What follows belongs to an exercise in optimizing a design on an open flow for small area; a production flow would make more cautious choices.
At most, simulation tests tie the RTL to the original design; equivalence was not proved.
Only the layout flow was run in run 1; the RTL was not checked for function there.
No activity file was given, so power comes from the tool's default toggle rates. No driver is modelled on the clock port, so clocking that relies on it looks cheaper here than on a real chip.

File: flow/design.v
module prop_delay_meter #(
  parameter int CNT_W    = 16,
  parameter int TIMEOUT  = 1000,
  parameter int NBSLOPES = 7,
  parameter int NBCAPA   = 7
) (
  input  logic                  clk,
  input  logic                  rst,
  input  logic                  start_i,
  input  logic                  arc_i,
  input  logic [2:0]            slope_idx_i,
  input  logic [2:0]            capa_idx_i,
  input  logic                  stim_i,
  input  logic                  resp_i,
  input  logic                  rd_en_i,
  input  logic                  rd_arc_i,
  input  logic [2:0]            rd_slope_i,
  input  logic [2:0]            rd_capa_i,
  output logic                  busy_o,
  output logic                  done_o,
  output logic                  timeout_o,
  output logic                  err_o,
  output logic [CNT_W-1:0]      delay_o,
  output logic                  rd_valid_o,
  output logic [CNT_W-1:0]      rd_data_o
);
  function automatic int code_bits(input int n);
    int b;
    b = 1;
    for (int i = 1; i < 31; i = i + 1)
      if ((1 << i) < n) b = i + 1;
    code_bits = b;
  endfunction
  localparam int DW = code_bits(TIMEOUT + 2);
  localparam int NR = 2 * NBSLOPES;           
  localparam int NE = NR * NBCAPA;            
  localparam logic [DW-1:0] TMO_LAST = DW'(TIMEOUT - 1);
  localparam logic [3:0]    NS_LIM   = 4'(NBSLOPES);
  localparam logic [3:0]    NC_LIM   = 4'(NBCAPA);
  typedef struct packed {
    logic       a;
    logic [2:0] s;
    logic [2:0] c;
  } pt_t;
  function automatic pt_t pt_add(input pt_t x, input pt_t y);
    logic [3:0] cs, ss;
    logic       cc, sc;
    pt_t        r;
    cs = {1'b0, x.c} + {1'b0, y.c};
    cc = (cs >= 4'(NBCAPA));
    r.c = cc ? 3'(cs - 4'(NBCAPA)) : cs[2:0];
    ss = {1'b0, x.s} + {1'b0, y.s} + {3'b000, cc};
    sc = (ss >= 4'(NBSLOPES));
    r.s = sc ? 3'(ss - 4'(NBSLOPES)) : ss[2:0];
    r.a = x.a ^ y.a ^ sc;
    pt_add = r;
  endfunction
  logic [1:0]    state;
  logic          arc_q;
  logic [2:0]    slope_q;
  logic [2:0]    capa_q;
  logic          stim_base;
  logic          resp_base;
  logic [DW-1:0] cnt;         
  logic [DW-1:0] wr_val;      
  logic          dly_zero;    
  logic [DW-1:0] rdd_q;       
  pt_t           ph;          
  pt_t           wr_pt;       
  logic          pend;        
  logic [2:0]    clr_q;       
  logic idle, wstim, wresp, store;
  assign idle  = (state == 2'b00);
  assign wstim = (state == 2'b01);
  assign wresp = (state == 2'b10);
  assign store = (state == 2'b11);
  logic start_ok, rd_ok, rd_go, stim_chg, resp_chg, tmo_hit, tmo_ev, wr_ev;
  assign start_ok = ({1'b0, slope_idx_i} < NS_LIM) && ({1'b0, capa_idx_i} < NC_LIM);
  assign rd_ok    = ({1'b0, rd_slope_i}  < NS_LIM) && ({1'b0, rd_capa_i}  < NC_LIM);
  assign rd_go    = rd_en_i && rd_ok;
  assign stim_chg = (stim_i != stim_base);
  assign resp_chg = (resp_i != resp_base);
  assign tmo_hit  = (cnt == TMO_LAST);
  assign tmo_ev   = tmo_hit && ((wstim && !stim_chg) || (wresp && !resp_chg));
  assign wr_ev    = store || tmo_ev;
  assign busy_o    = (state != 2'b00);
  assign delay_o   = {{(CNT_W-DW){&wr_val & !dly_zero}}, wr_val & {DW{!dly_zero}}};
  assign rd_data_o = {{(CNT_W-DW){&rdd_q}}, rdd_q};
  pt_t rd_pt, rd_slot, wr_slot;
  assign rd_pt   = {rd_arc_i, rd_slope_i, rd_capa_i};
  assign rd_slot = pt_add(rd_pt, ph);
  assign wr_slot = pt_add(wr_pt, ph);
  logic [NR-1:0]     rd_rsel, wr_rsel;
  logic [NBCAPA-1:0] rd_csel, wr_csel;
  for (genvar r = 0; r < NR; r++) begin : g_rsel
    assign rd_rsel[r] = ({rd_slot.a, rd_slot.s} == {1'(r / NBSLOPES), 3'(r % NBSLOPES)});
    assign wr_rsel[r] = ({wr_slot.a, wr_slot.s} == {1'(r / NBSLOPES), 3'(r % NBSLOPES)});
  end
  for (genvar c = 0; c < NBCAPA; c++) begin : g_csel
    assign rd_csel[c] = (rd_slot.c == 3'(c));
    assign wr_csel[c] = (wr_slot.c == 3'(c));
  end
  logic [NE-1:0] at_slot;     
  logic [NE-1:0] ld;          
  logic          commit;
  logic          clr;
  assign clr = |clr_q;
  always_comb begin
    commit = 1'b0;
    for (int k = 0; k < NE; k++) begin
      at_slot[k] = wr_rsel[k / NBCAPA] && wr_csel[k % NBCAPA];
      ld[k]      = 1'b0;
    end
    for (int k = 0; k < NE; k += 3) begin
      ld[k]  = clr || (pend && at_slot[(k + NE - 1) % NE]);
      commit = commit || at_slot[(k + NE - 1) % NE];
    end
    commit = commit && pend;
  end
  logic [NE-1:0][DW-1:0] slot;
  logic [NE-1:0][DW-1:0] hit;
  logic [DW-1:0]         rd_mux;
  for (genvar k = 0; k < NE; k++) begin : g_slot
    if (k % 3 == 0) begin : g_port
      always_ff @(posedge clk) slot[k] <= ld[k] ? wr_val : slot[(k + NE - 1) % NE];
    end else begin : g_pass
      always_ff @(posedge clk) slot[k] <= slot[k - 1];
    end
    assign hit[k] = slot[k] & {DW{rd_rsel[k / NBCAPA] & rd_csel[k % NBCAPA]}};
  end
  always_comb begin
    rd_mux = '0;
    for (int k = 0; k < NE; k++) rd_mux = rd_mux | hit[k];
  end
  logic          rd_byp;
  logic [DW-1:0] rd_val;
  assign rd_byp = pend && (rd_pt == wr_pt);
  assign rd_val = clr ? '1 : rd_byp ? wr_val : rd_mux;
  always_ff @(posedge clk) begin
    clr_q <= {clr_q[1:0], rst};
    if (rst) begin
      state      <= 2'b00;
      done_o     <= 1'b0;
      timeout_o  <= 1'b0;
      err_o      <= 1'b0;
      rd_valid_o <= 1'b0;
      wr_val     <= '1;
      dly_zero   <= 1'b1;
      rdd_q      <= '0;
      pend       <= 1'b0;
      ph         <= '0;
    end else begin
      done_o     <= store;
      timeout_o  <= tmo_ev;
      err_o      <= (idle && start_i && !start_ok) || (rd_en_i && !rd_ok);
      rd_valid_o <= rd_go;
      if (wr_ev) begin
        wr_val   <= cnt | {DW{tmo_ev}};
        dly_zero <= 1'b0;
      end
      if (rd_go) rdd_q <= rd_val;
      pend <= wr_ev || (pend && !commit);
      if (ph.c != 3'(NBCAPA - 1)) ph.c <= ph.c + 3'd1;
      else begin
        ph.c <= '0;
        if (ph.s != 3'(NBSLOPES - 1)) ph.s <= ph.s + 3'd1;
        else begin
          ph.s <= '0;
          ph.a <= !ph.a;
        end
      end
      case (state)
        2'b00: if (start_i && start_ok) state <= 2'b01;
        2'b01: if (stim_chg) state <= resp_chg ? 2'b11 : 2'b10;
               else if (tmo_hit) state <= 2'b00;
        2'b10: if (resp_chg) state <= 2'b11;
               else if (tmo_hit) state <= 2'b00;
        default: state <= 2'b00;
      endcase
    end
  end
  always_ff @(posedge clk) begin
    if (idle) begin
      arc_q     <= arc_i;
      slope_q   <= slope_idx_i;
      capa_q    <= capa_idx_i;
      stim_base <= stim_i;
    end
    if (idle || (wstim && !stim_chg)) resp_base <= resp_i;
    if (idle || (wstim && stim_chg)) cnt <= '0;
    else if (!store) cnt <= cnt + 1'b1;
    if (wr_ev) wr_pt <= {arc_q, slope_q, capa_q};
  end
endmodule
File: flow/run.sh
#!/bin/bash
# synth_recipe.tcl (not shown) runs the flow's synth.tcl, then flattens the netlist and writes it again
# the make line also repeats each setting of config.mk as NAME=value (left out here)
make -C /OpenROAD-flow-scripts/flow DESIGN_CONFIG=/design/flow/config.mk WORK_HOME=/design/flow/orfs CLKGATE_MAP_FILE= SYNTH_SCRIPT=/design/flow/synth_recipe.tcl finish
File: flow/config.mk
export PLATFORM = sky130hd
export DESIGN_NAME = prop_delay_meter
export DESIGN_NICKNAME = prop_delay_meter
export VERILOG_FILES = /design/flow/design.v
export SDC_FILE = /design/flow/constraint.sdc
export NUM_CORES = 4
export LEC_CHECK = 0
export CAP_MARGIN = 20
export CORE_MARGIN = 2
export CORE_UTILIZATION = 50
export CTS_BUF_LIST = sky130_fd_sc_hd__clkbuf_16
export CTS_CLUSTER_DIAMETER = 100
export CTS_CLUSTER_SIZE = 30
export SLEW_MARGIN = 20
File: flow/constraint.sdc
create_clock -name core_clock -period 10.0 [get_ports {clk}]
set_input_delay 2.0000 -clock core_clock [delete_from_list [all_inputs] [get_ports {clk}]]
set_output_delay 2.0000 -clock core_clock [all_outputs]
set_load 0.01 [all_outputs]
==> run notes, run 1 <==
status=complete, no violations; HPWL Detailed=110000 um; Worst Tran Pin Value=1290 ps; H-tree depth=2; Psw=2.68 mW; clock latency on the worst-skew pair=680 ps; first-pass GRT wire length=217000 um; CTS Hold Bufs=0; Mapped Cells=2920; power share of the combinational group=0.202; Crit. End Element=flip-flop; global-route usage over all layers=0.443; Setup TNS=0 ps; Core ar.=68600 sq um; worst r2r path cells=23; global route overflow=0; flops & latches, synth=1044; final-report hold violation count=0; cts bufs inserted=42; crit path max fanout=14; leakage=13.5 nW; crit-path most repeated cell=inv_1; die height=267 um; main flop type after synthesis=dfxtp_1; Post-synth EDFFs=16; Commonest cells post-synth=1028 x dfxtp_1, 335 x mux2_2, 205 x a22oi_1; Yosys top cell by area=dfxtp_1; final net count=3003; area of the multi-input gates=13300 sq um; fill count=5774; Layout area overhead=10.8%; initial core utilization=0.506; Data arrival, critical path=9130 ps; Hold WS=332 ps; largest buffer count on any clock path=3; antenna-violating nets left=0; DIE WIDTH=267 um; unrepaired setup endpoints after global routing=no; most frequent cell after synthesis=dfxtp_1; Finished Layout Cells=3906; Syn Area/Cell=11.9 sq um; Placed Instances=3847; Tot Pwr=8.43 mW; Slew HR=0.137; Power Internal=5.75 mW; period utilization=0.857; Clock Sinks=1044; # IOs=57; Pwr Density=219 nW/um^2; setup violators final=0; largest family of logic cells by synthesized area=compound AO/OA/AOI/OAI gates; yosys warns=1; input/output buffers=56; fin. max-slew vios=0; Flop pwr share=0.539; Clk pwr share=0.259; share of the yosys chip area belonging to registers=0.607; 1st-pass router iterations=8; layout cells sized above 1=0.202; CTS root buf=clkbuf_16; initial DRC count=4508; cts repair resizes=0; drt wl/cell=41.1 um; vias after detailed routing=28000; highest clock rate=0.117 GHz; post-CTS setup buffers=0; FFs w/ async S/R, synth=0; Crit Path Category=input port to flip-flop; CP max stage delay=720 ps; DR vias/cell=7.16; # DRC=0; gpl congestion=1.07; xor and xnor area share after synthesis=0.00967; synthesized area=34700 sq um; Syn Nets=2963; Critical Path RT=10560 ps; CP max stage cell=o32a_1; number of global-route vias before repair=26400; Synth top area share=0.593; Place WS=957 ps; Clock transition at path regs=120 ps; mux cell area share after synthesis=0.112; hold crit path type=flip-flop to flip-flop; Post-Route WL=161000 um; max cap viols=0; Cell Chain, Critical Path=clkdlybuf4s50_1 > ha_1 > inv_1 > fa_1 > inv_1 > ha_1 > nand2_1 > nand3_1 > fa_1 > inv_1 > fa_1 > inv_1 > ha_1 > inv_1 > o21ai_0 > o32a_1 > buf_4 > nor2_2 > buf_4 > a22oi_1 > a21oi_1 > or4_1 > nor4_1 > a31oi_1; hold path depth=0; CP Launch Type=input port; CTS tree=built; largest cells by area after synthesis=dfxtp_1 59%, mux2_2 11%, a22oi_1 4.4%; VDD IR max=0.157 mV; row count=96; adder-cell area share of the yosys netlist=0.00959; worst setup slack after layout=1430 ps; Tmin final=8570 ps; Synth Area in Simple Gates=0.0774; Sw Share=0.318; sequential standard cell area=21100 sq um; die area=71500 sq um; initial antenna violation count=8; largest net degree at the start of global routing=61; Distinct cells, synth=75; post-synthesis compound-gate area fraction=0.159; final clock skew=55.5 ps
==> routing by layer <==
layer  GRT usage  share of wire
met5           0       0.000044
met2       0.639           0.41
met3       0.141           0.13
met4       0.246          0.071
met1       0.586           0.39
==> power by group through the flow <==
stage | combinational (mW) | sequential (mW) | clock, mW
floorplan | 0.889 | 4.55 | 0
global placement | 1.61 | 4.63 | 0
detailed placement | 1.61 | 4.63 | 0
CTS | 1.62 | 4.53 | 2.16
global route | 1.72 | 4.56 | 2.31
finish | 1.70 | 4.55 | 2.18
==> per-stage QoR <==
| stage | cell area, sq um | utilization |
|---|---|---|
| 2_1_floorplan | 34700 | - |
| 3_3_place_gp | 37100 | 0.541 |
| 3_5_place_dp | 37200 | 0.542 |
| 4_1_cts | 38400 | 0.560 |
| 5_1_grt | 38400 | 0.560 |
| 6_report | 38400 | 0.560 |
==> cell usage in the layout, fill, tap and decap left out, types with 18 or more instances in the layout <==
| master | n |
|---|---|
| xnor2_1 | 21 |
| clkdlybuf4s50_1 | 55 |
| a221oi_1 | 30 |
| nor3_1 | 35 |
| a21oi_1 | 49 |
| clkbuf_16 | 43 |
| nand2_1 | 121 |
| nor2_1 | 126 |
| buf_4 | 123 |
| mux2_2 | 335 |
| o22ai_1 | 49 |
| nor4_1 | 21 |
| o21ai_0 | 41 |
| a22oi_1 | 205 |
| nor2b_1 | 18 |
| nand3_1 | 80 |
| inv_1 | 24 |
| a222oi_1 | 60 |
| nand4_1 | 44 |
| a32oi_1 | 45 |
| dfxtp_1 | 1028 |
| a22o_1 | 50 |
==> kinds of logic after synthesis <==
logic type / count (synthesis)
DFF: 1044
AOI/OAI and AO/OA: 714
and+or+nand+nor: 547
muxes: 347
buffers and inverters: 210
xor gates and xnor gates: 35
adders and majority gates: 23
==> layout make-up <==
class / instances / share of cell area
Antenna cell: 6 / 0.000391
Clock buffer: 43 / 0.0280
Clock inverter: 10 / 0.00378
Inverter: 23 / 0.00225
Multi-Input combinational cell: 1666 / 0.346
Sequential cell: 1044 / 0.548
Tap cell: 931 / 0.0303
Timing Repair Buffer: 183 / 0.0406
==> worst max-delay path: cells and delay by family <==
| kind | cells | cell delay (ps) |
|---|---|---|
| adders and majority gates | 6 | 2570 |
| AOI/OAI and AO/OA | 5 | 1510 |
| buffers and inverters | 8 | 1740 |
| and+or+nand+nor | 5 | 1250 |
==> worst paths after layout <==
path                                         from               endpoint  slack, ps
worst max register to register   ph[0]$_SDFF_PP0_  rdd_q[0]$_SDFFE_PP0P_       2880
worst max-delay path                 rd_capa_i[0]  rdd_q[0]$_SDFFE_PP0P_       1430
worst min register to register  slot[245]$_DFF_P_      slot[255]$_DFF_P_        330
worst min-delay path            slot[245]$_DFF_P_      slot[255]$_DFF_P_        330
==> state kept, by name, indices dropped and copies added, names as in the netlist, 2 cells and up <==
name     flops
wr_val      10
state        2
capa_q       3
wr_pt        7
cnt         10
clr_q        3
rdd_q       10
slot       980
slope_q      3
ph           7
==> run 2, diff against run 1 <==
--- a/flow/design.v
+++ b/flow/design.v
@@ -64,4 +64,3 @@
   logic [DW-1:0] cnt;         
-  logic [DW-1:0] wr_val;      
-  logic          dly_zero;    
+  logic [DW-1:0] dly_q;       
   logic [DW-1:0] rdd_q;       
@@ -70,3 +69,3 @@
   logic          pend;        
-  logic [2:0]    clr_q;       
+  logic          clr1, clr2;  
   logic idle, wstim, wresp, store;
@@ -86,3 +85,3 @@
   assign busy_o    = (state != 2'b00);
-  assign delay_o   = {{(CNT_W-DW){&wr_val & !dly_zero}}, wr_val & {DW{!dly_zero}}};
+  assign delay_o   = {{(CNT_W-DW){&dly_q}}, dly_q};
   assign rd_data_o = {{(CNT_W-DW){&rdd_q}}, rdd_q};
@@ -106,3 +105,5 @@
   logic          clr;
-  assign clr = |clr_q;
+  logic [DW-1:0] ld_data;
+  assign clr     = rst || clr1 || clr2;
+  assign ld_data = dly_q | {DW{clr}};
   always_comb begin
@@ -124,3 +125,3 @@
     if (k % 3 == 0) begin : g_port
-      always_ff @(posedge clk) slot[k] <= ld[k] ? wr_val : slot[(k + NE - 1) % NE];
+      always_ff @(posedge clk) slot[k] <= ld[k] ? ld_data : slot[(k + NE - 1) % NE];
     end else begin : g_pass
@@ -137,5 +138,6 @@
   assign rd_byp = pend && (rd_pt == wr_pt);
-  assign rd_val = clr ? '1 : rd_byp ? wr_val : rd_mux;
+  assign rd_val = (clr1 || clr2) ? '1 : rd_byp ? dly_q : rd_mux;
   always_ff @(posedge clk) begin
-    clr_q <= {clr_q[1:0], rst};
+    clr1 <= rst;
+    clr2 <= clr1;
     if (rst) begin
@@ -146,4 +148,3 @@
       rd_valid_o <= 1'b0;
-      wr_val     <= '1;
-      dly_zero   <= 1'b1;
+      dly_q      <= '0;
       rdd_q      <= '0;
@@ -156,6 +157,3 @@
       rd_valid_o <= rd_go;
-      if (wr_ev) begin
-        wr_val   <= cnt | {DW{tmo_ev}};
-        dly_zero <= 1'b0;
-      end
+      if (wr_ev) dly_q <= cnt | {DW{tmo_ev}};
       if (rd_go) rdd_q <= rd_val;
==> flow/flow/run.sh (new file) <==
#!/bin/bash
# Standard layout (standard.sh) with three changes:
#  - synthesis maps the logic with an area-oriented ABC script (flow/synth.tcl,
#    flow/area.abc); flip-flops are mapped before that step and are unchanged
#  - clock tree: larger sink clusters and no dummy balancing loads
#  - port buffers use the smallest buffer cell
# make's full output goes to flow_make.log; ORFS keeps each step's log
# under orfs/logs.
set -euo pipefail
W=$(pwd)
export FLOW_SYNTH_TCL=$W/synth_recipe.tcl
export AREA_ABC_SCRIPT=$W/flow/area.abc
export CTS_ARGS="-sink_clustering_enable -repair_clock_nets -dont_use_dummy_load -buf_list sky130_fd_sc_hd__clkbuf_16 -sink_clustering_size 25 -sink_clustering_max_diameter 100"
export BUFFER_PORTS_ARGS="-buffer_cell sky130_fd_sc_hd__buf_1"
bash standard.sh SYNTH_SCRIPT=$W/flow/synth.tcl finish > $W/flow_make.log 2>&1
==> flow/flow/area.abc (new file) <==
strash
&get -n
&fraig -x
&put
dc2
strash
&get -n
&dch -f
&nf -R 1000
&put
==> flow/flow/synth.tcl (new file) <==
# The standard synthesis (synth_recipe.tcl) with one change: the final
# combinational mapping uses an area-oriented ABC script (flow/area.abc).
# Flip-flops are mapped before this step, so registers are unchanged.
proc abc {args} {
  set i [lsearch -exact $args -script]
  if {$i >= 0} {
    set args [lreplace $args $i [expr {$i + 1}] -script $::env(AREA_ABC_SCRIPT)]
  }
  yosys abc {*}$args
}
source $::env(FLOW_SYNTH_TCL)
==> flow/standard.sh (new file) <==
#!/bin/bash
# synth_recipe.tcl (not shown) runs the flow's synth.tcl, then flattens the netlist and writes it again
# the make line also repeats each setting of config.mk as NAME=value (left out here)
make -C /OpenROAD-flow-scripts/flow DESIGN_CONFIG=/design/flow/config.mk WORK_HOME=/design/flow/orfs CLKGATE_MAP_FILE= SYNTH_SCRIPT=/design/flow/synth_recipe.tcl "${@:-finish}"
--- a/flow/config.mk
+++ b/flow/config.mk
@@ -9,6 +9,4 @@
 export CORE_MARGIN = 2
-export CORE_UTILIZATION = 50
-export CTS_BUF_LIST = sky130_fd_sc_hd__clkbuf_16
-export CTS_CLUSTER_DIAMETER = 100
-export CTS_CLUSTER_SIZE = 30
+export CORE_UTILIZATION = 55
+export GPL_TIMING_DRIVEN = 0
 export SLEW_MARGIN = 20
removed: flow/run.sh
==> run 2 against run 1 <==
  * Setup slack worse by 970 ps
  * The layout now fails its checks (max-slew violations)
  * Total power down 7.5%
  * Hold slack worse by 12 ps
  * Final cell count down 5.4%
  * Die area down 18%
  * Critical path depth up 4
  * Cell area down 11%
  * Register-to-register slack worse by 1300 ps
  * Combinational power down 32%
  * Area after synthesis down 10%
==> run notes, run 2 <==
period utilization=0.954 (was 0.857); area of the multi-input gates=10300 sq um (was 13300 sq um); CP Launch Type=input port (unchanged); antenna-violating nets left=0 (unchanged); final-report hold violation count=0 (unchanged); fin. max-slew vios=2 (was 0); Power Internal=5.54 mW (was 5.75 mW); Flop pwr share=0.580 (was 0.539); Clock transition at path regs=100 ps (was 120 ps); commonest non-fill, non-tap cell in the layout=dfxtp_1 (unchanged); CTS tree=built (unchanged); CP max stage cell=nor4_1 (was o32a_1); Clock Sinks=1042 (was 1044); largest register by flop count=slot (unchanged); Slew HR=-0.0161 (was 0.137); Place WS=-212 ps (was 957 ps); CTS Hold Bufs=0 (unchanged); largest family of logic cells by synthesized area=compound AO/OA/AOI/OAI gates (unchanged); Sw Share=0.290 (was 0.318); initial antenna violation count=7 (was 8); Synth top area share=0.660 (was 0.593); max cap viols=0 (unchanged); share of the yosys chip area belonging to registers=0.675 (was 0.607); CP max stage delay=960 ps (was 720 ps); largest cells by area after synthesis=dfxtp_1 66%, nor2_1 6.2%, a222oi_1 6.0% (was dfxtp_1 59%, mux2_2 11%, a22oi_1 4.4%); fin util=0.611 (was 0.560); initial DRC count=4327 (was 4508); first-pass GRT wire length=169000 um (was 217000 um); die height=242 um (was 267 um); vias after detailed routing=24900 (was 28000); sequential standard cell area=21000 sq um (was 21100 sq um); final net count=2980 (was 3003); drt wl/cell=32.4 um (was 41.1 um); Crit Path Category=input port to flip-flop (unchanged); status=failed layout checks (was complete, no violations); xor and xnor area share after synthesis=0.00619 (was 0.00967); setup violators final=0 (unchanged); Tmin final=9540 ps (was 8570 ps); synthesized area=31100 sq um (was 34700 sq um); layout cells sized above 1=0.0692 (was 0.202); largest net degree at the start of global routing=36 (was 61); Worst Tran Pin Value=1520 ps (was 1290 ps); Post-Route WL=120000 um (was 161000 um); worst r2r path cells=27 (was 23); Clk pwr share=0.273 (was 0.259); Placed Instances=3641 (was 3847); flops & latches, synth=1042 (was 1044); crit path max fanout=10 (was 14); clock latency on the worst-skew pair=640 ps (was 680 ps); CTS root buf=clkbuf_16 (unchanged); family with the most delay on the worst path=simple AND/OR/NAND/NOR gates (was adder cells); power share of the combinational group=0.147 (was 0.202); Bufs and invs on worst path=7 (was 8); Crit. End Element=flip-flop (unchanged); Synth Area in Simple Gates=0.120 (was 0.0774); Data arrival, critical path=10000 ps (was 9130 ps); DIE WIDTH=242 um (was 267 um); unrepaired setup endpoints after global routing=no (unchanged); leakage=12.5 nW (was 13.5 nW); mux cell area share after synthesis=0.00330 (was 0.112); 1st-pass router iterations=10 (was 8); # IOs=57 (unchanged); worst setup slack after layout=462 ps (was 1430 ps); input/output buffers=56 (unchanged); highest clock rate=0.105 GHz (was 0.117 GHz); largest buffer count on any clock path=3 (unchanged); yosys warns=1 (unchanged); Finished Layout Cells=3695 (was 3906); hold crit path type=flip-flop to flip-flop (unchanged); VDD IR max=0.154 mV (was 0.157 mV); die area=58500 sq um (was 71500 sq um); Commonest cells post-synth=1026 x dfxtp_1, 513 x nor2_1, 360 x a21oi_1 (was 1028 x dfxtp_1, 335 x mux2_2, 205 x a22oi_1); violated checks=max-slew violations; final clock skew=56.6 ps (was 55.5 ps); Pwr Density=227 nW/um^2 (was 219 nW/um^2); adder-cell area share of the yosys netlist=0.0107 (was 0.00959); Psw=2.26 mW (was 2.68 mW); main flop type after synthesis=dfxtp_1 (unchanged); Distinct cells, synth=42 (was 75); number of global-route vias before repair=23400 (was 26400); FFs w/ async S/R, synth=0 (unchanged); HPWL Detailed=83500 um (was 110000 um); most frequent cell after synthesis=dfxtp_1 (unchanged); Syn Area/Cell=11.2 sq um (was 11.9 sq um); cts bufs inserted=48 (was 42); Mapped Cells=2792 (was 2920); Post-synth EDFFs=16 (unchanged); Syn Nets=2835 (was 2963); # DRC=0 (unchanged); post-synthesis compound-gate area fraction=0.180 (was 0.159); DR vias/cell=6.74 (was 7.16); fill count=4780 (was 5774); crit-path most repeated cell=clkinv_1 (was inv_1); row count=87 (was 96); Yosys top cell by area=dfxtp_1 (unchanged); Critical Path RT=10460 ps (was 10560 ps); global route overflow=0 (unchanged); max FFs per register=980 (unchanged); commonest non-fill, non-tap cells in the layout=1026 x dfxtp_1, 421 x nor2_1, 360 x a21oi_1 (was 1028 x dfxtp_1, 335 x mux2_2, 205 x a22oi_1); gpl congestion=0.962 (was 1.07); Core ar.=56200 sq um (was 68600 sq um); hold path depth=0 (unchanged); Crit path depth=28 (was 24); Layout area overhead=10.3% (was 10.8%); H-tree depth=2 (unchanged); initial core utilization=0.554 (was 0.506); global-route usage over all layers=0.399 (was 0.443)
-- run 2: changes by cell type after synthesis, moves of 24 or more --
cell and delta:
a21oi_1 +294, o22ai_1 -47, nand4_1 +32, nor2_1 +378, nand3_1 -38, a222oi_1 +128, mux2_2 -335, a22oi_1 -101
clkbuf_1 -133, o21ai_0 -30, a32oi_1 -46, clkinv_1 +24, nand2_1 +26
-- run 2: worst paths after layout --
kind | startpoint | endpoint | slack, ps
worst min register to register | slot[74]$_DFF_P_ | slot[84]$_DFF_P_ | 320
worst max register to register | ph[0]$_SDFF_PP0_ | rdd_q[5]$_SDFFE_PP0P_ | 1590
worst max-delay path | rd_capa_i[0] | rdd_q[5]$_SDFFE_PP0P_ | 460
worst min-delay path | slot[74]$_DFF_P_ | slot[84]$_DFF_P_ | 320
-- run 2: kinds of logic after synthesis --
family,count (synthesis)
AND/OR/NAND/NOR,871
buffers and inverters,34
multiplexers,10
flip-flops,1042
AO/OA/AOI/OAI,790
adder cells (fa/ha/maj),23
XOR/XNOR,22
-- run 2: final cells by class --
| type | instances | share of cell area |
|---|---|---|
| plain buffers | 10 | 0.00219 |
| repair buffers | 95 | 0.0208 |
| clock buffers | 48 | 0.0350 |
| inverters | 24 | 0.00262 |
| multi-input cells | 1716 | 0.300 |
| diodes | 4 | 0.000291 |
| flip-flops and latches | 1042 | 0.612 |
| well taps | 756 | 0.0275 |
-- run 2: power groups by stage --
| stage | Combinational, mW | Clock, mW | Sequential (mW) |
|---|---|---|---|
| 4_1_cts | 1.08 | 2.13 | 4.52 |
| 2_1_floorplan | 0.524 | 0 | 4.56 |
| 3_5_place_dp | 1.08 | 0 | 4.61 |
| 5_1_grt | 1.16 | 2.27 | 4.54 |
| 3_3_place_gp | 1.03 | 0 | 4.60 |
| 6_report | 1.15 | 2.13 | 4.52 |
-- run 2: per-layer routing --
layer / GRT usage / part of all wire
met5: 0.0139 / 0.00023
met2: 0.583 / 0.42
met1: 0.532 / 0.39
met4: 0.225 / 0.063
met3: 0.111 / 0.12
-- run 2: worst register-to-register path: cells and delay by family (launching register included) --
kind,cells,cell delay [ps]
compound gates,6,2010
flops,1,440
fa+ha+maj,6,1870
simple gates,9,3330
buf+inv,6,670
-- run 2: per-stage QoR --
stage / setup TNS, ps / hold WS (ps) / power (mW) / instance area (sq um)
4_1_cts: 0 / 318 / 7.73 / 34300
3_3_place_gp: -1370 / 332 / 5.63 / 32300
6_report: 0 / 320 / 7.80 / 34300
3_5_place_dp: -542 / 336 / 5.69 / 33100
2_1_floorplan: 0 / 326 / 5.08 / 31100
5_1_grt: 0 / 320 / 7.97 / 34300
-- run 2: what timing repair did --
item	4_1_cts	5_1_grt
setup endpoints to repair	0	6
buffers inserted	0	0
resized for setup	0	6
==> run 3, diff against run 2 <==
--- a/flow/flow/run.sh
+++ b/flow/flow/run.sh
@@ -12,3 +12,3 @@
 export AREA_ABC_SCRIPT=$W/flow/area.abc
-export CTS_ARGS="-sink_clustering_enable -repair_clock_nets -dont_use_dummy_load -buf_list sky130_fd_sc_hd__clkbuf_16 -sink_clustering_size 25 -sink_clustering_max_diameter 100"
+export CTS_ARGS="-sink_clustering_enable -repair_clock_nets -dont_use_dummy_load -buf_list sky130_fd_sc_hd__clkbuf_16 -sink_clustering_size 30 -sink_clustering_max_diameter 100"
 export BUFFER_PORTS_ARGS="-buffer_cell sky130_fd_sc_hd__buf_1"
--- a/flow/config.mk
+++ b/flow/config.mk
@@ -9,4 +9,3 @@
 export CORE_MARGIN = 2
-export CORE_UTILIZATION = 55
-export GPL_TIMING_DRIVEN = 0
+export CORE_UTILIZATION = 40
 export SLEW_MARGIN = 20
==> run 3 against run 2 <==
  * Die area is 37% higher
  * Critical path depth rose by 2
  * Non-clock buffer count rose by 83
  * Critical endpoint is now rdd_q[1]$_SDFFE_PP0P_
  * Sequential power rose by 0.9%
  * Combinational power hardly changed
  * Highest routed layer unchanged
  * The run now finishes clean
  * Largest power group unchanged
==> run notes, run 3 <==
status=complete, no violations (was failed layout checks); Tmin final=9030 ps (was 9540 ps); initial DRC count=5076 (was 4327); DIE WIDTH=283 um (was 242 um); Distinct cells, synth=42 (unchanged); final net count=3055 (was 2980); share of the yosys chip area belonging to registers=0.675 (unchanged); row count=102 (was 87); highest clock rate=0.111 GHz (was 0.105 GHz); # DRC=0 (unchanged); CTS Hold Bufs=0 (unchanged); H-tree depth=2 (unchanged); yosys warns=1 (unchanged); Slew HR=0.156 (was -0.0161); Syn Area/Cell=11.2 sq um (unchanged); drt wl/cell=33.3 um (was 32.4 um); Commonest cells post-synth=1026 x dfxtp_1, 513 x nor2_1, 360 x a21oi_1 (unchanged); final clock skew=60.0 ps (was 56.6 ps); post-CTS setup buffers=0 (unchanged); global route overflow=0 (unchanged); HPWL Detailed=97900 um (was 83500 um); CP max stage delay=880 ps (was 960 ps); VDD IR max=0.159 mV (was 0.154 mV); initial antenna violation count=5 (was 7); fill count=7240 (was 4780); # IOs=57 (unchanged); CP max stage cell=a222oi_1 (was nor4_1); number of global-route vias before repair=24200 (was 23400); largest cells by area after synthesis=dfxtp_1 66%, nor2_1 6.2%, a222oi_1 6.0% (unchanged); die area=80100 sq um (was 58500 sq um); Post-Route WL=135000 um (was 120000 um); Core ar.=77200 sq um (was 56200 sq um); Synth top area share=0.660 (unchanged); final-report hold violation count=0 (unchanged); vias after detailed routing=26000 (was 24900); hold crit path type=flip-flop to flip-flop (unchanged); largest net degree at the start of global routing=36 (unchanged); first-pass GRT wire length=186000 um (was 169000 um); flops & latches, synth=1042 (unchanged); clock latency on the worst-skew pair=640 ps (about the same); setup violators final=0 (unchanged); most frequent cell after synthesis=dfxtp_1 (unchanged); cts bufs inserted=40 (was 48); gpl congestion=1.10 (was 0.962); initial core utilization=0.403 (was 0.554); largest register by flop count=slot (unchanged); Layout area overhead=11.4% (was 10.3%); largest buffer count on any clock path=3 (unchanged); area of the multi-input gates=10000 sq um (was 10300 sq um); die height=283 um (was 242 um); max cap viols=0 (unchanged); unrepaired setup endpoints after global routing=no (unchanged); Yosys top cell by area=dfxtp_1 (unchanged); CTS root buf=clkbuf_16 (unchanged); max FFs per register=980 (unchanged); Mapped Cells=2792 (unchanged); Data arrival, critical path=9530 ps (was 10000 ps); Clock transition at path regs=120 ps (was 100 ps); Crit Path Category=input port to flip-flop (unchanged); crit path max fanout=10 (unchanged); crit-path most repeated cell=clkinv_1 (unchanged); Clk pwr share=0.258 (was 0.273); layout cells sized above 1=0.0638 (was 0.0692); Pwr Density=222 nW/um^2 (was 227 nW/um^2); worst setup slack after layout=968 ps (was 462 ps); input/output buffers=56 (unchanged); 1st-pass router iterations=10 (unchanged); flop2flop setup slack=2030 ps (was 1590 ps); commonest non-fill, non-tap cell in the layout=dfxtp_1 (unchanged); main flop type after synthesis=dfxtp_1 (unchanged); Sw Share=0.292 (was 0.290); FFs w/ async S/R, synth=0 (unchanged); CTS tree=built (unchanged); synthesized area=31100 sq um (unchanged); Worst Tran Pin Value=1260 ps (was 1520 ps); Flop pwr share=0.592 (was 0.580); antenna-violating nets left=0 (unchanged); Psw=2.25 mW (was 2.26 mW); Clock Sinks=1042 (unchanged); cts repair resizes=0 (unchanged); Post-synth EDFFs=16 (unchanged); Place WS=832 ps (was -212 ps); Final Cell Area=34700 sq um (was 34300 sq um); Crit. End Element=flip-flop (unchanged); period utilization=0.903 (was 0.954); DR vias/cell=6.40 (was 6.74); Setup TNS=0 ps (unchanged); CP Launch Type=input port (unchanged); Power Internal=5.46 mW (was 5.54 mW); commonest non-fill, non-tap cells in the layout=1026 x dfxtp_1, 495 x nor2_1, 360 x a21oi_1 (was 1026 x dfxtp_1, 421 x nor2_1, 360 x a21oi_1); global-route usage over all layers=0.324 (was 0.399); Critical Path RT=10500 ps (was 10460 ps); placed cell area=33700 sq um (was 33100 sq um); Tot Pwr=7.70 mW (was 7.80 mW); sequential standard cell area=21000 sq um (unchanged); power share of the combinational group=0.150 (was 0.147); leakage=12.8 nW (was 12.5 nW); Syn Nets=2835 (unchanged); fin. max-slew vios=0 (was 2)
-- run 3: cell count changes in the layout (fill, tap and decap cells not counted), sizes merged --
| cell | delta |
|---|---|
| clkbuf | -9 |
| buf | +84 |
-- run 3: cells by family (layout without fill, tap and decap cells) --
group,Yosys count,after routing,share of synthesized area
AO/OA/AOI/OAI,790,790,0.180
XOR/XNOR,22,22,0.00619
adder cells (fa/ha/maj),23,23,0.0107
buffers and inverters,34,252,0.00531
flip-flops,1042,1042,0.675
multiplexers,10,10,0.00330
other,0,4,0
AND/OR/NAND/NOR,871,871,0.120
-- run 3: through the flow --
stage                util  instances  hold WS (ps)
CTS                 0.449       4050           320
floorplan               -       2792           326
finish              0.449       4054           325
detailed placement  0.436       4010           336
global placement    0.436       4009           333
global route        0.449       4050           327
-- run 3: worst max-delay path, delay by kind of cell --
| kind | cells | cell delay, ps |
|---|---|---|
| and+or+nand+nor | 9 | 2500 |
| adders and majority gates | 6 | 2060 |
| AOI/OAI and AO/OA | 6 | 1810 |
| buffers and inverters | 9 | 1130 |
-- run 3: area by class of cell --
cell class | instances | share of cell area
sequential | 1042 | 0.606
tap | 1040 | 0.0375
multi-input combinational | 1716 | 0.290
clock buffer | 40 | 0.0289
timing repair buffer | 188 | 0.0347
antenna | 4 | 0.000289
inverter | 24 | 0.00260
-- run 3: power groups by stage --
stage / combinational, mW / sequential [mW] / clock [mW]
2_1_floorplan: 0.524 / 4.56 / 0
3_3_place_gp: 1.08 / 4.64 / 0
3_5_place_dp: 1.08 / 4.64 / 0
4_1_cts: 1.09 / 4.55 / 1.98
5_1_grt: 1.17 / 4.57 / 2.13
6_report: 1.16 / 4.56 / 1.99
-- run 3: metal layers --
layer  part of all wire  global-route usage  wire [um]  vias to the layer above
li1                   -                   -          -                    10900
met1               0.38               0.425      51600                    12800
met2               0.43               0.488      57700                     1876
met3               0.13              0.0896      17100                      366
met4              0.063               0.169       8530                        2
met5            0.00012                   0         16                        -
-- run 3: final timing paths --
check / from / endpoint / cells after the start
hold reg to reg: slot[940]$_DFF_P_ / slot[950]$_DFF_P_ / 0
hold / removal: slot[940]$_DFF_P_ / slot[950]$_DFF_P_ / 0
setup / recovery: rd_capa_i[0] / rdd_q[1]$_SDFFE_PP0P_ / 30
setup reg to reg: ph[0]$_SDFF_PP0_ / rdd_q[1]$_SDFFE_PP0P_ / 29
==> run 4, diff against run 3 <==
--- a/flow/design.v
+++ b/flow/design.v
@@ -44,14 +44,10 @@
   } pt_t;
-  function automatic pt_t pt_add(input pt_t x, input pt_t y);
-    logic [3:0] cs, ss;
-    logic       cc, sc;
+  function automatic pt_t pt_rot(input pt_t x, input pt_t y);
+    logic [3:0] ss;
     pt_t        r;
-    cs = {1'b0, x.c} + {1'b0, y.c};
-    cc = (cs >= 4'(NBCAPA));
-    r.c = cc ? 3'(cs - 4'(NBCAPA)) : cs[2:0];
-    ss = {1'b0, x.s} + {1'b0, y.s} + {3'b000, cc};
-    sc = (ss >= 4'(NBSLOPES));
-    r.s = sc ? 3'(ss - 4'(NBSLOPES)) : ss[2:0];
-    r.a = x.a ^ y.a ^ sc;
-    pt_add = r;
+    ss  = {1'b0, x.s} + {1'b0, y.s};
+    r.s = (ss >= 4'(NBSLOPES)) ? 3'(ss - 4'(NBSLOPES)) : ss[2:0];
+    r.a = x.a ^ y.a;
+    r.c = x.c;
+    pt_rot = r;
   endfunction
@@ -89,4 +85,4 @@
   assign rd_pt   = {rd_arc_i, rd_slope_i, rd_capa_i};
-  assign rd_slot = pt_add(rd_pt, ph);
-  assign wr_slot = pt_add(wr_pt, ph);
+  assign rd_slot = pt_rot(rd_pt, ph);
+  assign wr_slot = pt_rot(wr_pt, ph);
   logic [NR-1:0]     rd_rsel, wr_rsel;
@@ -101,3 +97,5 @@
   end
-  logic [NE-1:0] at_slot;     
+  function automatic int pos_row(input int p);
+    pos_row = (p % 2) * NBSLOPES + (p % NBSLOPES);
+  endfunction
   logic [NE-1:0] ld;          
@@ -110,9 +108,9 @@
     commit = 1'b0;
-    for (int k = 0; k < NE; k++) begin
-      at_slot[k] = wr_rsel[k / NBCAPA] && wr_csel[k % NBCAPA];
-      ld[k]      = 1'b0;
-    end
-    for (int k = 0; k < NE; k += 3) begin
-      ld[k]  = clr || (pend && at_slot[(k + NE - 1) % NE]);
-      commit = commit || at_slot[(k + NE - 1) % NE];
+    for (int k = 0; k < NE; k++) ld[k] = 1'b0;
+    for (int p = 0; p < NR; p += 3) begin
+      for (int c = 0; c < NBCAPA; c++) begin
+        ld[pos_row(p) * NBCAPA + c] =
+          clr || (pend && wr_rsel[pos_row((p + NR - 1) % NR)] && wr_csel[c]);
+      end
+      commit = commit || wr_rsel[pos_row((p + NR - 1) % NR)];
     end
@@ -123,9 +121,13 @@
   logic [DW-1:0]         rd_mux;
-  for (genvar k = 0; k < NE; k++) begin : g_slot
-    if (k % 3 == 0) begin : g_port
-      always_ff @(posedge clk) slot[k] <= ld[k] ? ld_data : slot[(k + NE - 1) % NE];
-    end else begin : g_pass
-      always_ff @(posedge clk) slot[k] <= slot[k - 1];
+  for (genvar p = 0; p < NR; p++) begin : g_pos
+    for (genvar c = 0; c < NBCAPA; c++) begin : g_slot
+      localparam int K  = pos_row(p) * NBCAPA + c;
+      localparam int KP = pos_row((p + NR - 1) % NR) * NBCAPA + c;
+      if (p % 3 == 0) begin : g_port
+        always_ff @(posedge clk) slot[K] <= ld[K] ? ld_data : slot[KP];
+      end else begin : g_pass
+        always_ff @(posedge clk) slot[K] <= slot[KP];
+      end
+      assign hit[K] = slot[K] & {DW{rd_rsel[K / NBCAPA] & rd_csel[K % NBCAPA]}};
     end
-    assign hit[k] = slot[k] & {DW{rd_rsel[k / NBCAPA] & rd_csel[k % NBCAPA]}};
   end
@@ -160,11 +162,4 @@
       pend <= wr_ev || (pend && !commit);
-      if (ph.c != 3'(NBCAPA - 1)) ph.c <= ph.c + 3'd1;
-      else begin
-        ph.c <= '0;
-        if (ph.s != 3'(NBSLOPES - 1)) ph.s <= ph.s + 3'd1;
-        else begin
-          ph.s <= '0;
-          ph.a <= !ph.a;
-        end
-      end
+      ph.a <= !ph.a;
+      ph.s <= (ph.s == 3'(NBSLOPES - 1)) ? 3'd0 : ph.s + 3'd1;
       case (state)
--- a/flow/flow/run.sh
+++ b/flow/flow/run.sh
@@ -12,3 +12,3 @@
 export AREA_ABC_SCRIPT=$W/flow/area.abc
-export CTS_ARGS="-sink_clustering_enable -repair_clock_nets -dont_use_dummy_load -buf_list sky130_fd_sc_hd__clkbuf_16 -sink_clustering_size 30 -sink_clustering_max_diameter 100"
+export CTS_ARGS="-sink_clustering_enable -repair_clock_nets -dont_use_dummy_load -buf_list sky130_fd_sc_hd__clkbuf_16 -sink_clustering_size 25 -sink_clustering_max_diameter 100"
 export BUFFER_PORTS_ARGS="-buffer_cell sky130_fd_sc_hd__buf_1"
--- a/flow/config.mk
+++ b/flow/config.mk
@@ -7,5 +7,5 @@
 export LEC_CHECK = 0
-export CAP_MARGIN = 20
+export CAP_MARGIN = 5
 export CORE_MARGIN = 2
 export CORE_UTILIZATION = 40
-export SLEW_MARGIN = 20
+export SLEW_MARGIN = 5
==> run 4 against run 3 <==
  * Now fails the layout checks on max-capacitance violations, max-slew violations
  * Critical endpoint is now rdd_q[7]$_SDFFE_PP0P_
  * Highest routed layer unchanged
  * Sequential power about the same
  * Total power decreased by 3.1%
  * Routed wire length increased by 34%
  * Clock power grew 9%
  * Combinational power down 37%
  * Cell area is 0.83% lower
  * Largest power group unchanged
  * Area after synthesis shrank 1.7%
  * Largest cell class unchanged
==> run notes, run 4 <==
CP max stage cell=nor3_1 (was a222oi_1); input/output buffers=56 (unchanged); Worst Tran Pin Value=1540 ps (was 1260 ps); fin. max-slew vios=28 (was 0); status=failed layout checks (was complete, no violations); 1st-pass router iterations=10 (unchanged); Clock Sinks=1039 (was 1042); global route overflow=0 (unchanged); flops & latches, synth=1039 (was 1042); highest clock rate=0.140 GHz (was 0.111 GHz); largest family of logic cells by synthesized area=compound AO/OA/AOI/OAI gates (unchanged); final-report hold violation count=0 (unchanged); crit path from=rd_slope_i[0] (was rd_capa_i[0]); most frequent cell after synthesis=dfxtp_1 (unchanged); hold crit path type=flip-flop to flip-flop (unchanged); post-synthesis compound-gate area fraction=0.180 (about the same); DR vias/cell=6.98 (was 6.40); max cap viols=5 (was 0); antenna-violating nets left=0 (unchanged); commonest non-fill, non-tap cells in the layout=1023 x dfxtp_1, 483 x nor2_1, 374 x a21oi_1 (was 1026 x dfxtp_1, 495 x nor2_1, 360 x a21oi_1); # IOs=57 (unchanged); leakage=12.8 nW (about the same); placed cell area=33200 sq um (was 33700 sq um); Mapped Cells=2726 (was 2792); Post-Route WL=181000 um (was 135000 um); flop2flop setup slack=3840 ps (was 2030 ps); Place WS=2610 ps (was 832 ps); Cell Chain, Critical Path=buf_1 > ha_1 > clkinv_1 > fa_1 > clkinv_1 > ha_1 > a21oi_1 > xnor2_1 > nor2_1 > nand2_1 > nor2_1 > buf_4 > a22o_1 > a221oi_1 > nand4_1 > nor4_1 > nand4_1 > nor3_1 > nand2_1 > o21ai_0 > a211oi_1; Post-synth EDFFs=16 (unchanged); Bufs and invs on worst path=4 (was 9); mux cell area share after synthesis=0.00294 (was 0.00330); Syn Nets=2759 (was 2835); CP max stage delay=920 ps (was 880 ps); crit path max fanout=8 (was 10); post-CTS setup buffers=0 (unchanged); number of global-route vias before repair=25700 (was 24200); cts repair resizes=0 (unchanged); CTS root buf=clkbuf_16 (unchanged); initial DRC count=5763 (was 5076); Critical Path RT=10520 ps (was 10500 ps); layout cells sized above 1=0.0813 (was 0.0638); Slew HR=-0.0317 (was 0.156); row count=101 (was 102); yosys warns=1 (unchanged); fin util=0.453 (was 0.449); R2R Path End=rdd_q[7]$_SDFFE_PP0P_ (was rdd_q[1]$_SDFFE_PP0P_); period utilization=0.713 (was 0.903); main flop type after synthesis=dfxtp_1 (unchanged); synthesized area=30600 sq um (was 31100 sq um); worst setup slack after layout=2870 ps (was 968 ps); first-pass GRT wire length=234000 um (was 186000 um); crit path to=rdd_q[7]$_SDFFE_PP0P_ (was rdd_q[1]$_SDFFE_PP0P_); adder-cell area share of the yosys netlist=0.00581 (was 0.0107); cts bufs inserted=47 (was 40); Tmin final=7130 ps (was 9030 ps); Clock transition at path regs=100 ps (was 120 ps); initial antenna violation count=14 (was 5); global-route usage over all layers=0.451 (was 0.324); FFs w/ async S/R, synth=0 (unchanged); Syn Area/Cell=11.2 sq um (about the same); Distinct cells, synth=40 (was 42); Core ar.=75800 sq um (was 77200 sq um); drt wl/cell=45.8 um (was 33.3 um); CTS tree=built (unchanged); Commonest cells post-synth=1023 x dfxtp_1, 502 x nor2_1, 374 x a21oi_1 (was 1026 x dfxtp_1, 513 x nor2_1, 360 x a21oi_1); final clock skew=37.2 ps (was 60.0 ps); unrepaired setup endpoints after global routing=no (unchanged); Layout area overhead=12.4% (was 11.4%); die area=78700 sq um (was 80100 sq um); max FFs per register=980 (unchanged); clock latency on the worst-skew pair=650 ps (was 640 ps); vias after detailed routing=27600 (was 26000); final net count=2998 (was 3055); Synth Area in Simple Gates=0.118 (was 0.120); initial core utilization=0.403 (about the same); largest buffer count on any clock path=3 (unchanged); Final Cell Area=34400 sq um (was 34700 sq um); Crit. End Element=flip-flop (unchanged); Pwr Density=217 nW/um^2 (was 222 nW/um^2); share of the yosys chip area belonging to registers=0.685 (was 0.675); H-tree depth=2 (unchanged); Crit path depth=21 (was 30); CTS Hold Bufs=0 (unchanged); family with the most delay on the worst path=simple AND/OR/NAND/NOR gates (unchanged); largest cells by area after synthesis=dfxtp_1 67%, a222oi_1 6.6%, nor2_1 6.2% (was dfxtp_1 66%, nor2_1 6.2%, a222oi_1 6.0%); Synth top area share=0.669 (was 0.660); Crit Path Category=input port to flip-flop (unchanged); VDD IR max=0.157 mV (was 0.159 mV); gpl congestion=1.07 (was 1.10); CP Launch Type=input port (unchanged); largest register by flop count=slot (unchanged); violated checks=max-capacitance violations, max-slew violations; commonest non-fill, non-tap cell in the layout=dfxtp_1 (unchanged); Data arrival, critical path=7640 ps (was 9530 ps); R2R Path Start=ph[3]$_SDFF_PP0_ (was ph[0]$_SDFF_PP0_); xor and xnor area share after synthesis=0.00401 (was 0.00619); # DRC=0 (unchanged); worst r2r path cells=20 (was 29); setup violators final=0 (unchanged); HPWL Detailed=126000 um (was 97900 um); Setup TNS=0 ps (unchanged); Yosys top cell by area=dfxtp_1 (unchanged); DIE WIDTH=281 um (was 283 um); largest net degree at the start of global routing=36 (unchanged); die height=281 um (was 283 um)
run 4: kinds of logic after synthesis:
group	after synthesis
multiplexers	9
buffers and inverters	23
XOR/XNOR	14
adder cells (fa/ha/maj)	13
AO/OA/AOI/OAI	786
flip-flops	1039
AND/OR/NAND/NOR	842
run 4: where the power goes:
| group | internal, mW | switching [mW] | leakage [nW] |
|---|---|---|---|
| Combinational | 0.203 | 0.530 | 3.60 |
| Clock | 0.845 | 1.31 | 0.579 |
| Sequential | 4.37 | 0.203 | 8.59 |
run 4: final cells by class:
type                            instances  area (sq um)
Fill cell                            7152         41400
Multi-Input combinational cell       1664          9640
Sequential cell                      1039         21000
Tap cell                              978          1220
Timing Repair Buffer                  200          1300
Clock buffer                           47          1180
Antenna cell                           11          27.5
Inverter                               13          48.8
run 4: how the worst min path moves through the flow:
| stage | startpoint | slack (ps) | to | cells after the start |
|---|---|---|---|---|
| floorplan | slot[521]$_DFF_P_ | 330 | slot[101]$_DFF_P_ | 0 |
| global placement | slot[700]$_DFF_P_ | 330 | slot[280]$_DFF_P_ | 0 |
| detailed placement | slot[0]$_DFF_P_ | 330 | slot[560]$_DFF_P_ | 0 |
| CTS | slot[359]$_DFF_P_ | 340 | slot[919]$_DFF_P_ | 0 |
| global route | slot[359]$_DFF_P_ | 320 | slot[919]$_DFF_P_ | 0 |
| finish | slot[359]$_DFF_P_ | 330 | slot[919]$_DFF_P_ | 0 |
run 4: metrics by stage:
stage / power [mW] / instances / hold slack (ps)
finish: 7.46 / 3952 / 327
floorplan: 4.89 / 2726 / 330
global placement: 5.35 / 3892 / 332
detailed placement: 5.34 / 3894 / 335
CTS: 7.39 / 3941 / 336
global route: 7.60 / 3942 / 323
run 4: metal layers:
metal  up-vias  global-route usage  part of all wire
met5         -              0.0144           0.00092
met3       702               0.140              0.13
met1     13600               0.562              0.37
met4         6               0.328             0.088
met2      2532               0.655              0.41
li1      10700                   -                 -
==> run 5, diff against run 4 <==
--- a/flow/config.mk
+++ b/flow/config.mk
@@ -7,5 +7,5 @@
 export LEC_CHECK = 0
-export CAP_MARGIN = 5
+export CAP_MARGIN = 20
 export CORE_MARGIN = 2
 export CORE_UTILIZATION = 40
-export SLEW_MARGIN = 5
+export SLEW_MARGIN = 20
==> run 5 against run 4 <==
  * The run now finishes clean
  * Clock-buffer cell count did not move
  * Core utilization rose by 0.055 points
  * Die area did not move
  * Synthesized cell count did not move
  * Final cell count barely moved
  * Maximum frequency fell by 0.53%
  * Sequential power barely moved
  * Non-clock buffer count rose by 2
  * Setup slack got worse by 38 ps
  * First-iteration DRC count rose by 10%
  * Cell area rose by 0.12%
  * Combinational power rose by 0.7%
  * Critical path type unchanged
  * Critical endpoint unchanged
  * Largest power group unchanged
==> run notes, run 5 <==
HPWL Detailed=126000 um (about the same); initial DRC count=6350 (was 5763); CP max stage delay=940 ps (was 920 ps); main flop type after synthesis=dfxtp_1 (unchanged); flop2flop setup slack=3810 ps (was 3840 ps); fin. max-slew vios=0 (was 28); max FFs per register=980 (unchanged); 1st-pass router iterations=14 (was 10); hold crit path type=flip-flop to flip-flop (unchanged); first-pass GRT wire length=234000 um (about the same); row count=101 (unchanged); largest register by flop count=slot (unchanged); Yosys top cell by area=dfxtp_1 (unchanged); unrepaired setup endpoints after global routing=no (unchanged); period utilization=0.716 (was 0.713); CTS Hold Bufs=0 (unchanged); antenna-violating nets left=0 (unchanged); most frequent cell after synthesis=dfxtp_1 (unchanged); CP Launch Type=input port (unchanged); R2R Path Start=ph[3]$_SDFF_PP0_ (unchanged); max cap viols=0 (was 5); Crit Path Category=input port to flip-flop (unchanged); global-route usage over all layers=0.450 (was 0.451); Core ar.=75800 sq um (unchanged); Worst Tran Pin Value=1430 ps (was 1540 ps); Data arrival, critical path=7680 ps (was 7640 ps); final-report hold violation count=0 (unchanged); initial core utilization=0.403 (unchanged); Synth top area share=0.669 (unchanged); layout cells sized above 1=0.0850 (was 0.0813); Commonest cells post-synth=1023 x dfxtp_1, 502 x nor2_1, 374 x a21oi_1 (unchanged); crit path max fanout=7 (was 8); Cell Chain, Critical Path=buf_1 > clkinv_1 > fa_1 > clkinv_1 > ha_1 > a21oi_1 > xor2_1 > nor2_1 > nand2_1 > nor2_1 > buf_4 > a22oi_1 > nand2_1 > a221oi_1 > nand4_1 > nor3_1 > nand2_1 > o21ai_0 > a211oi_1 (was buf_1 > ha_1 > clkinv_1 > fa_1 > clkinv_1 > ha_1 > a21oi_1 > xnor2_1 > nor2_1 > nand2_1 > nor2_1 > buf_4 > a22o_1 > a221oi_1 > nand4_1 > nor4_1 > nand4_1 > nor3_1 > nand2_1 > o21ai_0 > a211oi_1); VDD IR max=0.108 mV (was 0.157 mV); synthesized area=30600 sq um (unchanged); Clock transition at path regs=100 ps (about the same); die height=281 um (unchanged); Post-synth EDFFs=16 (unchanged); CTS tree=built (unchanged); Crit. End Element=flip-flop (unchanged); number of global-route vias before repair=25300 (was 25700); yosys warns=1 (unchanged); commonest non-fill, non-tap cells in the layout=1023 x dfxtp_1, 474 x nor2_1, 374 x a21oi_1 (was 1023 x dfxtp_1, 483 x nor2_1, 374 x a21oi_1); Syn Nets=2759 (unchanged); cts repair resizes=0 (unchanged); DIE WIDTH=281 um (unchanged); Layout area overhead=12.5% (was 12.4%); # IOs=57 (unchanged); final clock skew=25.8 ps (was 37.2 ps); DR vias/cell=6.93 (was 6.98); CP max stage cell=nor3_1 (unchanged); clock latency on the worst-skew pair=640 ps (was 650 ps); cts bufs inserted=47 (unchanged); status=complete, no violations (was failed layout checks); setup violators final=0 (unchanged); die area=78700 sq um (unchanged); crit path from=rd_slope_i[1] (was rd_slope_i[0]); # DRC=0 (unchanged); flops & latches, synth=1039 (unchanged); final net count=3000 (was 2998); Slew HR=0.0455 (was -0.0317); global route overflow=0 (unchanged); FFs w/ async S/R, synth=0 (unchanged); H-tree depth=2 (unchanged); largest cells by area after synthesis=dfxtp_1 67%, a222oi_1 6.6%, nor2_1 6.2% (unchanged); leakage=12.8 nW (about the same); Setup TNS=0 ps (unchanged); Mapped Cells=2726 (unchanged); drt wl/cell=45.7 um (was 45.8 um); post-CTS setup buffers=0 (unchanged); Tmin final=7160 ps (was 7130 ps); highest clock rate=0.140 GHz (about the same); Clock Sinks=1039 (unchanged); largest net degree at the start of global routing=36 (unchanged); hold_sp=slot[42]$_DFF_P_ (was slot[359]$_DFF_P_); largest buffer count on any clock path=3 (unchanged); sequential standard cell area=21000 sq um (unchanged); Tot Pwr=7.48 mW (was 7.46 mW); gpl congestion=1.07 (unchanged); Syn Area/Cell=11.2 sq um (unchanged); commonest non-fill, non-tap cell in the layout=dfxtp_1 (unchanged); CTS root buf=clkbuf_16 (unchanged); crit-path most repeated cell=nand2_1; Post-Route WL=181000 um (about the same); input/output buffers=56 (unchanged); share of the yosys chip area belonging to registers=0.685 (unchanged); fill count=7177 (was 7152); Critical Path RT=10520 ps (about the same); Pwr Density=217 nW/um^2 (about the same); vias after detailed routing=27400 (was 27600); area of the multi-input gates=9660 sq um (was 9640 sq um); Distinct cells, synth=40 (unchanged); initial antenna violation count=12 (was 14)
run 5: cell counts after synthesis:
Identical to the previous run, type by type.
run 5: logic make-up after synthesis:
| family | share of synthesized area |
|---|---|
| DFF | 0.685 |
| adders and majority gates | 0.00581 |
| buffers and inverters | 0.00405 |
| AOI/OAI and AO/OA | 0.180 |
| xor gates and xnor gates | 0.00401 |
| and+or+nand+nor | 0.118 |
| muxes | 0.00295 |
run 5: final cells by class:
cell class	instances	area share
Clock buffer	47	0.0342
Sequential cell	1039	0.609
Multi-Input combinational cell	1664	0.281
Antenna cell	11	0.000800
Timing Repair Buffer	202	0.0384
Tap cell	978	0.0356
Inverter	13	0.00142
run 5: through the flow:
| stage | utilization | setup WS (ps) | instance area [sq um] | hold slack [ps] | std cells |
|---|---|---|---|---|---|
| 6_report | 0.454 | 2840 | 34400 | 348 | 3954 |
| 5_1_grt | 0.454 | 2660 | 34400 | 353 | 3944 |
| 4_1_cts | 0.453 | 3290 | 34400 | 342 | 3942 |
| 3_5_place_dp | 0.438 | 2630 | 33200 | 337 | 3895 |
| 3_3_place_gp | 0.437 | 2390 | 33100 | 332 | 3892 |
| 2_1_floorplan | - | 4310 | 30600 | 330 | 2726 |
run 5: report_power, final:
| group | switching [mW] | total [mW] | internal (mW) |
|---|---|---|---|
| Sequential | 0.203 | 4.57 | 4.37 |
| Combinational | 0.535 | 0.738 | 0.203 |
| Clock | 1.32 | 2.17 | 0.844 |
| Total | 2.06 | 7.48 | 5.42 |
run 5: final timing paths:
kind | depth (start not counted) | to
worst max-delay path | 19 | rdd_q[7]$_SDFFE_PP0P_
worst max register to register | 19 | rdd_q[7]$_SDFFE_PP0P_
worst min register to register | 0 | slot[602]$_DFF_P_
worst min-delay path | 0 | slot[602]$_DFF_P_
run 5: worst max-delay path: cells and delay by family:
family,cells,cell delay [ps]
and+or+nand+nor,7,2190
buffers and inverters,4,930
AOI/OAI and AO/OA,5,1340
adders and majority gates,2,970
xor gates and xnor gates,1,230
run 5: metal layers:
| layer | track usage | wire length, um | vias up |
|---|---|---|---|
| li1 | - | - | 10700 |
| met1 | 0.565 | 66900 | 13500 |
| met2 | 0.662 | 75300 | 2536 |
| met3 | 0.143 | 23400 | 671 |
| met4 | 0.301 | 15000 | 6 |
| met5 | 0 | 132 | - |

## what the ideal ports hide
How much do the figures lean on ideal ports? The routed layouts below were timed once more, with nothing changed but the port constraints.
Step 1: set_driving_cell puts a clkbuf_16 on clk and a buf_2 on each other input, an assumption about the parent block.
Step 2 times the ports against the registers' clock, not the clock port: input delays grow and output delays shrink by t, the midpoint of the rising clock arrivals with the driver on.
a / b / c = ideal ports / drivers / drivers and shift; a / b = the first two.
run	shift t [ns]	setup WS [ns]	worst hold slack (ns)	worst data-port slew with drivers (ns)
run 1	0.726	1.427 / 1.471 / 0.746	0.332 / 0.332 / 0.332	0.04
run 2	0.680	0.462 / 0.507 / -0.173	0.320 / 0.320 / 0.320	0.03
run 3	0.678	0.968 / 1.002 / 0.324	0.325 / 0.325 / 0.325	0.04
run 4	0.701	2.874 / 2.910 / 2.209	0.327 / 0.327 / 0.327	0.07
run 5	0.702	2.835 / 2.865 / 2.164	0.348 / 0.348 / 0.348	0.06
For run 1, which loses most, drivers alone change the setup slack by +0.044 ns; drivers and shift together by -0.681 ns.
